Context: an optimization exercise on an open-source flow, tuned for small area. The choices shown serve that exercise and are no tape-out recipe.
The RTL was checked by simulation tests, not by an equivalence proof against the original design.
Power figures rest on the tool's default switching activity, not on a simulated workload.

## yarrow
## pmsm_top
module pmsm_top (
  input  logic                     sys_clk_i,
  input  logic                     reset_i,
  input  pmsm_pkg::phase_current_t current_set_i,   
  input  pmsm_pkg::pi_gain_t       gains_i,
  input  logic                     adc_a_sdata_i,   
  input  logic                     adc_a_ocd_n_i,
  output logic                     adc_a_sclk_o,
  output logic                     adc_a_cs_n_o,
  input  logic                     adc_b_sdata_i,   
  input  logic                     adc_b_ocd_n_i,
  output logic                     adc_b_sclk_o,
  output logic                     adc_b_cs_n_o,
  input  logic                     drv_nfault_i,    
  output logic                     drv_enable_o,
  output pmsm_pkg::gate_drive_t    gate_o,
  output logic                     brake_o,
  output logic                     fault_o,
  output pmsm_pkg::phase_duty_t    duty_o           
);
  localparam logic [14:0] INT_OFF = 15'd22784;           
  localparam logic [14:0] INT_MIN = 15'd14784;           
  localparam logic [14:0] INT_MAX = 15'd30784;           
  localparam logic [7:0]  DUTY_RST = 8'd100;
  function automatic logic [17:0] add18(input logic [17:0] a, input logic [17:0] b,
                                        input logic ci);
  ...
Size in the first run: roughly 710 cells after synthesis, ~150 flip-flops, ~120 I/O pins.
export LEC_CHECK = 0
export CAP_MARGIN = 20
export CORE_MARGIN = 2
export CORE_UTILIZATION = 70
export SLEW_MARGIN = 20
create_clock -name core_clock -period 14.0 [get_ports {sys_clk_i}]
standard.sh (not shown) runs the stock make flow with config.mk's settings and CLKGATE_MAP_FILE= SYNTH_SCRIPT=/design/flow/synth_recipe.tcl, a recipe that flattens the netlist after the stock synthesis.
==> flow/flow/run.sh <==
#!/bin/bash
# The standard layout with four changes:
#  - synthesis is the standard one, but ABC maps for area (flow/abc_area.script
#    replaces the speed script in a copy of the ORFS scripts); registers are
#    mapped before ABC runs, so they are the standard synthesis's;
#  - port buffers are sky130_fd_sc_hd__buf_1;
#  - one tie cell drives all constant outputs (no per-port tie cells);
#  - the clock tree uses sky130_fd_sc_hd__buf_6 buffers and no dummy load cells.
# Each make run's full output goes to its own log here; each step's log stays under orfs/logs.
set -euo pipefail
here=$(pwd)
rm -rf "$here/scripts_area"
cp -r "$FLOW_HOME/scripts" "$here/scripts_area"
cp "$here/flow/abc_area.script" "$here/scripts_area/abc_speed.script"
SCRIPTS_DIR="$here/scripts_area" bash standard.sh synth > flow_synth.log 2>&1
export SKIP_REPAIR_TIE_FANOUT=1
export BUFFER_PORTS_ARGS="-buffer_cell sky130_fd_sc_hd__buf_1"
export CTS_ARGS="-sink_clustering_enable -repair_clock_nets -buf_list {sky130_fd_sc_hd__buf_6} -dont_use_dummy_load"
bash standard.sh > flow_make.log 2>&1
==> flow/flow/abc_area.script <==
strash
&get -n
&deepsyn -T 300
&put
dch -f
amap -F 4 -A 8
topo
yarrow: no failed stages, no open violations at the end
diff inputs: yarrow => indigo
--- a/flow/design.v
+++ b/flow/design.v
@@ -292,26 +292,30 @@
     end
   end
   assign duty_o.a = {8'd0, duty_a};
   assign duty_o.b = {8'd0, duty_b};
   assign duty_o.c = {8'd0, duty_c};
   logic [7:0] act_a, act_b, act_c;
   logic [2:0] demand, high, low;
   always_ff @(posedge sys_clk_i) begin
-    if (at0) begin
+    if (reset_i) begin
+      act_a <= DUTY_RST;
+      act_b <= DUTY_RST;
+      act_c <= DUTY_RST;
+    end else if (at199) begin
       act_a <= duty_a;
       act_b <= duty_b;
       act_c <= duty_c;
     end
   end
   logic [2:0] granted;   
-  assign demand[0] = at0 ? (duty_a != 8'd0) : (granted[0] && (cnt != act_a));
-  assign demand[1] = at0 ? (duty_b != 8'd0) : (granted[1] && (cnt != act_b));
-  assign demand[2] = at0 ? (duty_c != 8'd0) : (granted[2] && (cnt != act_c));
+  assign demand[0] = at0 ? (act_a != 8'd0) : (granted[0] && (cnt != act_a));
+  assign demand[1] = at0 ? (act_b != 8'd0) : (granted[1] && (cnt != act_b));
+  assign demand[2] = at0 ? (act_c != 8'd0) : (granted[2] && (cnt != act_c));
   for (genvar p = 0; p < 3; p++) begin : g_phase
     dead_time_inserter i_dead_time (
       .sys_clk_i (sys_clk_i),
       .reset_i   (reset_i),
       .demand_i  (demand[p]),
       .granted_o (granted[p]),
       .high_o    (high[p]),
       .low_o     (low[p])
[summary]
- The final layout from yarrow, which completed every stage, passed the timing, DRC and antenna checks at the end of the flow.
- Looking at the reports, indigo completed the entire flow and the layout it produced met the timing, DRC and antenna checks.
- Between yarrow and indigo, the xor/xnor cell area share of the yosys netlist does not differ in any meaningful way.
- Global-route usage (lower): yarrow
- Net switching power (indigo vs. yarrow) decreases by a few percent
- Against yarrow, indigo comes in about 0.65% lower on die area.
- indigo against yarrow; detailed router's first-iteration violation count is up by a few percent.
- NOTE: areal power density over the cells in indigo falls short of that of yarrow
- Compared with yarrow, indigo shows number of global-route vias before repair that has gone up by a little under 10%.
- Depth of the worst register-to-register path was lower in yarrow than in indigo.
- In the metrics for yarrow and indigo, the one carrying the higher final worst-path cycle share is indigo.
- Number of signal-net buffers in the layout (indigo vs. yarrow) decreases by a few percent

## afterwards: timing with drivers on the ports
In the flow no input, the clock included, has a driving cell. The finished layouts below were timed again as built, in two steps.
Step 1, drivers: a clkbuf_16 drives sys_clk_i and a buf_2 each remaining input, both assumed.
Step 2 times the ports against the registers' clock, not the clock port: input delays grow and output delays shrink by t, the midpoint of the rising clock arrivals with the driver on.
Slacks: ideal ports / drivers / drivers and shift; pairs: ideal ports / drivers.
| run | shift t [ns] | slack for setup (ns) | slew at the worst register clock pin (ns) | worst data-port slew with drivers (ns) |
|---|---|---|---|---|
| yarrow | 0.445 | 1.677 / 1.687 / 1.243 | 0.09 / 0.09 | 0.04 |
| indigo | 0.445 | 1.377 / 1.377 / 1.072 | 0.11 / 0.11 | 0.04 |
After both steps every run listed still meets setup and hold. For yarrow, which loses most, drivers alone change the setup slack by +0.010 ns; drivers and shift together by -0.434 ns.
